This design comes from an exercise in tuning for small area on the open sky130 flow, not from production work.
In this exercise RTL edits were held to simulation tests only and were not proved equivalent to the original.
Power figures rest on the tool's default switching activity, not on a simulated workload.

==> indigo: inputs <==
## gauss_filter_top
module gauss_filter_top
(
  input  logic   clk,
  input  logic   rst,
  input  gauss_pkg::pixel_t pa,
  input  gauss_pkg::pixel_t pb,
  input  gauss_pkg::pixel_t pc,
  input  gauss_pkg::pixel_t pd,
  input  gauss_pkg::pixel_t pe,
  output gauss_pkg::pixel_t p_out
);
  logic s0;
  logic c1;
  logic s2;
  logic c3;
  logic s4;
  logic c5;
  logic s6;
  logic c7;
  logic s8;
  logic c9;
  logic s10;
  logic c11;
  logic s12;
  logic c13;
  logic s14;
  logic c15;
  logic s16;
  logic c17;
  logic s18;
  logic c19;
  logic s20;
  logic c21;
  logic s22;
  logic c23;
  logic s24;
  logic c25;
  logic s26;
  logic c27;
  logic s28;
  logic c29;
  logic s30;
  logic c31;
  logic s32;
  logic c33;
  logic s34;
  logic c35;
  logic s36;
  logic c37;
  logic s38;
  logic c39;
  logic s40;
  logic c41;
  logic s42;
  logic c43;
  logic s44;
  logic c45;
  logic s46;
  logic c47;
  logic s48;
  logic c49;
  logic s50;
  logic c51;
  logic o52;
  logic o53;
  logic s54;
  logic c55;
  logic s56;
  logic c57;
  logic s58;
  logic c59;
  logic s60;
  logic c61;
  logic s62;
  logic c63;
  logic s64;
  logic c65;
  logic s66;
  logic c67;
  logic s68;
  logic c69;
  logic s70;
  logic c71;
  logic s72;
  logic c73;
  logic s74;
  logic c75;
  logic s76;
  logic c77;
  logic s78;
  logic c79;
  logic [12:0] xv0;
  logic [12:0] xv0_d;
  logic xv0_c9;
  logic s80;
  logic c81;
  logic s82;
  logic c83;
  logic s84;
  logic c85;
  logic s86;
  logic c87;
  logic s88;
  logic c89;
  logic s90;
  logic c91;
  logic s92;
  logic c93;
  logic s94;
  logic c95;
  logic [8:0] xb;
  logic [8:0] xb_d;
  logic [7:0] xc;
  logic [7:0] xc_d;
  logic [12:0] r1;
  logic [12:0] r1_d;
  logic r1_c9;
  logic s96;
  logic c97;
  logic s98;
  logic c99;
  logic s100;
  logic c101;
  logic s102;
  logic c103;
  logic s104;
  logic c105;
  logic s106;
  logic c107;
  logic s108;
  logic c109;
  logic s110;
  logic c111;
  logic s112;
  logic c113;
  logic s114;
  logic c115;
  logic s116;
  logic c117;
  logic s118;
  logic c119;
  logic s120;
  logic c121;
  logic s122;
  logic c123;
  logic s124;
  logic c125;
  ...
clock: 5.0 ns
lec_check: 0
cap_margin: 20
core_margin: 2
core_utilization: 70
cts_buf_list: sky130_fd_sc_hd__clkbuf_8
cts_cluster_diameter: 60
cts_cluster_size: 16
gpl_timing_driven: 0
place_density: 0.8
slew_margin: 20
synth_hierarchical: 1
standard.sh (not shown) runs the stock make flow with config.mk's settings and CLKGATE_MAP_FILE= SYNTH_SCRIPT=/design/flow/synth_recipe.tcl, a recipe that flattens the netlist after the stock synthesis.
==> flow/flow/run.sh <==
#!/bin/bash
cp standard.sh standard_copy.txt
export BUFFER_PORTS_ARGS="-buffer_cell sky130_fd_sc_hd__buf_1"
bash standard.sh finish > standard_flow.log 2>&1
==> lagoon (differences from indigo) <==
--- a/flow/design.v
+++ b/flow/design.v
@@ -14,10 +14,11 @@
   input  gauss_pkg::pixel_t pc,
   input  gauss_pkg::pixel_t pd,
   input  gauss_pkg::pixel_t pe,
   output gauss_pkg::pixel_t p_out
 );
+  logic rst_d;                              
   logic s0;
   logic c1;
   logic s2;
   logic c3;
   logic s4;
@@ -756,11 +757,11 @@
   gauss_fa u_s134 (.a(c109), .b(s110), .ci(c133), .s(s134), .co(c135));
   gauss_ha u_s136 (.a(s112), .b(c135), .s(s136), .co(c137));
   gauss_ha u_s138 (.a(c113), .b(s114), .s(s138), .co(c139));
   gauss_ha u_s140 (.a(s116), .b(c139), .s(s140), .co(c141));
   gauss_fa u_s142 (.a(xv0[11]), .b(c117), .ci(c141), .s(s142), .co(c143));
-  gauss_ha u_s144 (.a(xv0[12]), .b(c143), .s(s144), .co(c145));
+  assign s144 = xv0[12] ^ c143;
   assign r2p_d[0] = r1[0];
   assign r2p_d[1] = s118;
   assign r2p_d[2] = s120;
   assign r2p_d[3] = s122;
   assign r2p_d[4] = s124;
@@ -852,12 +853,10 @@
   gauss_fa u_s270 (.a(c211), .b(s216), .ci(c269), .s(s270), .co(c271));
   gauss_ha u_s272 (.a(s224), .b(c271), .s(s272), .co(c273));
   gauss_fa u_s274 (.a(c225), .b(s230), .ci(c273), .s(s274), .co(c275));
   gauss_ha u_s276 (.a(s236), .b(c275), .s(s276), .co(c277));
   gauss_ha u_s278 (.a(c251), .b(o252), .s(s278), .co(c279));
-  gauss_xnor u_o280 (.a(o253), .b(c279), .o(o280));
-  gauss_or u_o281 (.a(o253), .b(c279), .o(o281));
   assign r3p_d[0] = s254;
   assign r3p_d[1] = s256;
   assign r3p_d[2] = s258;
   assign r3p_d[3] = s260;
   assign r3p_d[4] = s262;
@@ -975,50 +974,50 @@
   gauss_fa u_s415 (.a(r3q[7]), .b(xb[7]), .ci(xc[5]), .s(s415), .co(c416));
   gauss_fa u_s417 (.a(~xc[7]), .b(c412), .ci(s415), .s(s417), .co(c418));
   gauss_fa u_s419 (.a(r3q[8]), .b(xb[8]), .ci(xc[6]), .s(s419), .co(c420));
   gauss_fa u_s421 (.a(c416), .b(s419), .ci(c418), .s(s421), .co(c422));
   gauss_fa u_s423 (.a(r3q[9]), .b(xc[7]), .ci(c420), .s(s423), .co(c424));
-  gauss_ha u_s425 (.a(~xc[0]), .b(o389), .s(s425), .co(c426));
-  gauss_ha u_s427 (.a(s393), .b(c426), .s(s427), .co(c428));
-  gauss_fa u_s429 (.a(c394), .b(s397), .ci(c428), .s(s429), .co(c430));
-  gauss_fa u_s431 (.a(c398), .b(s401), .ci(c430), .s(s431), .co(c432));
-  gauss_fa u_s433 (.a(c402), .b(s405), .ci(c432), .s(s433), .co(c434));
+  assign c426 = ~xc[0] & o389;
+  assign c428 = s393 & c426;
+  gauss_maj u_s429 (.a(c394), .b(s397), .ci(c428), .o(c430));
+  gauss_maj u_s431 (.a(c398), .b(s401), .ci(c430), .o(c432));
+  gauss_maj u_s433 (.a(c402), .b(s405), .ci(c432), .o(c434));
   gauss_fa u_s435 (.a(c406), .b(s409), .ci(c434), .s(s435), .co(c436));
   gauss_fa u_s437 (.a(c410), .b(s413), .ci(c436), .s(s437), .co(c438));
   gauss_fa u_s439 (.a(c414), .b(s417), .ci(c438), .s(s439), .co(c440));
   gauss_ha u_s441 (.a(s421), .b(c440), .s(s441), .co(c442));
   gauss_fa u_s443 (.a(c422), .b(s423), .ci(c442), .s(s443), .co(c444));
   gauss_ha u_s445 (.a(r3q[10]), .b(c424), .s(s445), .co(c446));
   gauss_fa u_s447 (.a(r3q[11]), .b(r3q_c11), .ci(c446), .s(s447), .co(c448));
-  gauss_ha u_s449 (.a(r3q[12]), .b(c448), .s(s449), .co(c450));
+  assign s449 = r3q[12] ^ c448;
   assign r4q_d[0] = s435;
   assign r4q_d[1] = s437;
   assign r4q_d[2] = s439;
   assign r4q_d[3] = s441;
   assign r4q_d[4] = s443;
   assign r4q_d[5] = s445;
   assign r4q_d[6] = s447;
   assign r4q_d[7] = s449;
-  gauss_fa u_s451 (.a(r4q[0]), .b(~r4p[0]), .ci(~xv0[0]), .s(s451), .co(c452));
+  gauss_maj u_s451 (.a(r4q[0]), .b(~r4p[0]), .ci(~xv0[0]), .o(c452));
   gauss_xnor u_o453 (.a(r4q[1]), .b(~r4p[1]), .o(o453));
   gauss_or u_o454 (.a(r4q[1]), .b(~r4p[1]), .o(o454));
-  gauss_fa u_s455 (.a(~xv0[1]), .b(o453), .ci(c452), .s(s455), .co(c456));
+  gauss_maj u_s455 (.a(~xv0[1]), .b(o453), .ci(c452), .o(c456));
   gauss_fa u_s457 (.a(r4q[2]), .b(~r4p[2]), .ci(~xv0[2]), .s(s457), .co(c458));
-  gauss_fa u_s459 (.a(o454), .b(s457), .ci(c456), .s(s459), .co(c460));
+  gauss_maj u_s459 (.a(o454), .b(s457), .ci(c456), .o(c460));
   gauss_fa u_s461 (.a(r4q[3]), .b(~r4p[3]), .ci(~xv0[3]), .s(s461), .co(c462));
-  gauss_fa u_s463 (.a(c458), .b(s461), .ci(c460), .s(s463), .co(c464));
+  gauss_maj u_s463 (.a(c458), .b(s461), .ci(c460), .o(c464));
   gauss_fa u_s465 (.a(r4p[0]), .b(xv0[0]), .ci(r4q[4]), .s(s465), .co(c466));
   gauss_fa u_s467 (.a(~r4p[4]), .b(~xv0[4]), .ci(s465), .s(s467), .co(c468));
-  gauss_fa u_s469 (.a(c462), .b(s467), .ci(c464), .s(s469), .co(c470));
+  gauss_maj u_s469 (.a(c462), .b(s467), .ci(c464), .o(c470));
   gauss_fa u_s471 (.a(r4p[1]), .b(xv0[1]), .ci(r4q[5]), .s(s471), .co(c472));
   gauss_fa u_s473 (.a(r4q_c5), .b(~r4p[5]), .ci(~xv0[5]), .s(s473), .co(c474));
   gauss_fa u_s475 (.a(c466), .b(s471), .ci(s473), .s(s475), .co(c476));
-  gauss_fa u_s477 (.a(c468), .b(s475), .ci(c470), .s(s477), .co(c478));
+  gauss_maj u_s477 (.a(c468), .b(s475), .ci(c470), .o(c478));
   gauss_fa u_s479 (.a(r4p[2]), .b(xv0[2]), .ci(r4q[6]), .s(s479), .co(c480));
   gauss_fa u_s481 (.a(~r4p[6]), .b(~xv0[6]), .ci(c472), .s(s481), .co(c482));
   gauss_fa u_s483 (.a(s479), .b(c474), .ci(s481), .s(s483), .co(c484));
-  gauss_fa u_s485 (.a(c476), .b(s483), .ci(c478), .s(s485), .co(c486));
+  gauss_maj u_s485 (.a(c476), .b(s483), .ci(c478), .o(c486));
   gauss_xnor u_o487 (.a(r4p[3]), .b(xv0[3]), .o(o487));
   gauss_or u_o488 (.a(r4p[3]), .b(xv0[3]), .o(o488));
   gauss_fa u_s489 (.a(r4q[7]), .b(~r4p[7]), .ci(~xv0[7]), .s(s489), .co(c490));
   gauss_fa u_s491 (.a(o487), .b(c480), .ci(s489), .s(s491), .co(c492));
   gauss_fa u_s493 (.a(c482), .b(s491), .ci(c484), .s(s493), .co(c494));
@@ -1050,17 +1049,17 @@
   gauss_fa u_s541 (.a(c536), .b(s539), .ci(c538), .s(s541), .co(c542));
   gauss_fa u_s543 (.a(r4p[13]), .b(r4p_c13), .ci(c540), .s(s543), .co(c544));
   gauss_xnor u_o545 (.a(r4p[14]), .b(c544), .o(o545));
   gauss_or u_o546 (.a(r4p[14]), .b(c544), .o(o546));
   assign x547 = c486 ^ s493;
-  gauss_ha u_s548 (.a(c486), .b(s493), .s(s548), .co(c549));
+  assign c549 = c486 & s493;
   assign x550 = c494 ^ s499;
-  gauss_fa u_s551 (.a(c494), .b(s499), .ci(c549), .s(s551), .co(c552));
+  gauss_maj u_s551 (.a(c494), .b(s499), .ci(c549), .o(c552));
   assign x553 = c500 ^ s505;
-  gauss_fa u_s554 (.a(c500), .b(s505), .ci(c552), .s(s554), .co(c555));
+  gauss_maj u_s554 (.a(c500), .b(s505), .ci(c552), .o(c555));
   assign x556 = c506 ^ s511;
-  gauss_fa u_s557 (.a(c506), .b(s511), .ci(c555), .s(s557), .co(c558));
+  gauss_maj u_s557 (.a(c506), .b(s511), .ci(c555), .o(c558));
   assign p559 = s517;
   gauss_ha u_s560 (.a(c518), .b(s523), .s(s560), .co(c561));
   gauss_fa u_s562 (.a(c524), .b(s529), .ci(c561), .s(s562), .co(c563));
   gauss_fa u_s564 (.a(c530), .b(s533), .ci(c563), .s(s564), .co(c565));
   gauss_ha u_s566 (.a(s537), .b(c565), .s(s566), .co(c567));
@@ -1082,11 +1081,11 @@
   gauss_ha u_s581 (.a(f1[2]), .b(c580), .s(s581), .co(c582));
   gauss_ha u_s583 (.a(f1[3]), .b(c582), .s(s583), .co(c584));
   gauss_ha u_s585 (.a(f1[4]), .b(c584), .s(s585), .co(c586));
   gauss_ha u_s587 (.a(f1[5]), .b(c586), .s(s587), .co(c588));
   gauss_ha u_s589 (.a(f1[6]), .b(c588), .s(s589), .co(c590));
-  gauss_ha u_s591 (.a(f1[7]), .b(c590), .s(s591), .co(c592));
+  assign s591 = f1[7] ^ c590;
   assign res[0] = s577;
   assign res[1] = s579;
   assign res[2] = s581;
   assign res[3] = s583;
   assign res[4] = s585;
@@ -1097,45 +1096,50 @@
     if (rst) begin
       xv0 <= 13'd767;
       xv0_c9 <= 1'd0;
       xb <= 9'd0;
       xc <= 8'd0;
-      r1 <= 13'd767;
-      r1_c9 <= 1'd0;
-      r2p <= 15'd4345;
-      r2p_c11 <= 1'd0;
-      r2q <= 11'd255;
       r3p <= 16'd5095;
       r3p_c12 <= 1'd0;
-      r3q <= 13'd2814;
-      r3q_c11 <= 1'd0;
     end else begin
       xv0 <= xv0_d;
       xv0_c9 <= c75;
       xb <= xb_d;
       xc <= xc_d;
-      r1 <= r1_d;
-      r1_c9 <= xv0_c9;
-      r2p <= r2p_d;
-      r2p_c11 <= c137;
-      r2q <= r2q_d;
       r3p <= r3p_d;
       r3p_c12 <= c277;
+    end
+  end
+  always_ff @(posedge clk) begin
+    if (rst | rst_d) begin
+      r2p <= 15'd4345;
+      r2p_c11 <= 1'd0;
+      r3q <= 13'd2814;
+      r3q_c11 <= 1'd0;
+    end else begin
+      r2p <= r2p_d;
+      r2p_c11 <= c137;
       r3q <= r3q_d;
       r3q_c11 <= c335;
     end
   end
   always_ff @(posedge clk) begin
+    r1 <= r1_d;
+    r1_c9 <= xv0_c9;
+    r2q <= r2q_d;
     r4p <= r4p_d;
     r4p_c13 <= c388;
     r4q <= r4q_d;
     r4q_c5 <= c444;
     f1 <= f1_d;
     f1_c0 <= c558;
     f1_g1 <= 1'b0;
     f1_p2 <= p559;
   end
+  always_ff @(posedge clk) begin
+    rst_d <= rst;
+  end
   localparam int ODLY = 20;
   logic [7:0] dly [ODLY+1];
   always_ff @(posedge clk) begin
     dly[0] <= res;
     for (int i = 1; i <= ODLY; i++) begin
@@ -1158,10 +1162,13 @@
 endmodule
 module gauss_ha (input logic a, b, output logic s, co);
   assign s  = a ^ b;
   assign co = a & b;
 endmodule
+module gauss_maj (input logic a, b, ci, output logic o);
+  assign o = (a & b) | (a & ci) | (b & ci);
+endmodule
 module gauss_xnor (input logic a, b, output logic o);
   assign o = ~(a ^ b);
 endmodule
 module gauss_or (input logic a, b, output logic o);
   assign o = a | b;
Settings changed: CTS_BUF_LIST sky130_fd_sc_hd__clkbuf_8 to sky130_fd_sc_hd__clkbuf_16, CTS_CLUSTER_DIAMETER 60 to 80, CTS_CLUSTER_SIZE 16 to 30.
==> comparison <==
- indigo passed the timing, design-rule and antenna checks. lagoon completed without violations.
- In lagoon the routed wire length is lower than in indigo, by 0.59%.
- Clock power is about the same in lagoon and indigo.
- Between indigo and lagoon, the lower die area is in lagoon (gap about 2.4%, measured against lagoon).
- Of lagoon and indigo, indigo has the higher design area (gap about 2.2%, measured against indigo).
- In indigo the combinational power is lower than in lagoon, by about 3%.
- Synthesized cell count: lagoon is smaller than indigo (about 3.3%).
- Against indigo, the setup slack of lagoon is better by 14 ps.
- In lagoon the via count is smaller than in indigo, by about 3.3%.
- In clock skew, indigo and lagoon hardly differ.
- In non-clock buffer count, lagoon and indigo do not differ.

-- port drivers added, routing unchanged --
Ports are ideal in the flow. The routed layouts listed here were re-timed in OpenROAD.
Step 1, drivers: a clkbuf_16 drives clk and a buf_2 each remaining input, both assumed.
Step 2 also shifts input and output timing later by t, the mid clock arrival at the registers, as if the neighbouring blocks saw the same clock.
Three values: ideal ports, drivers, drivers and shift; two values: the first two.
run | shift t [ns] | setup slack, ns | worst hold slack (ns) | worst setup path at the end | cell pins on the clock port's net
indigo | 0.573 | 0.170 / 0.170 / 0.139 | 0.325 / 0.325 / 0.325 | input to register | 1
lagoon | 0.526 | 0.184 / 0.184 / 0.060 | 0.327 / 0.327 / 0.327 | input to register | 1
After both steps every run listed still meets setup and hold. The setup slack of lagoon, which loses most, moves by 0.000 ns with the drivers and by -0.124 ns with both steps.
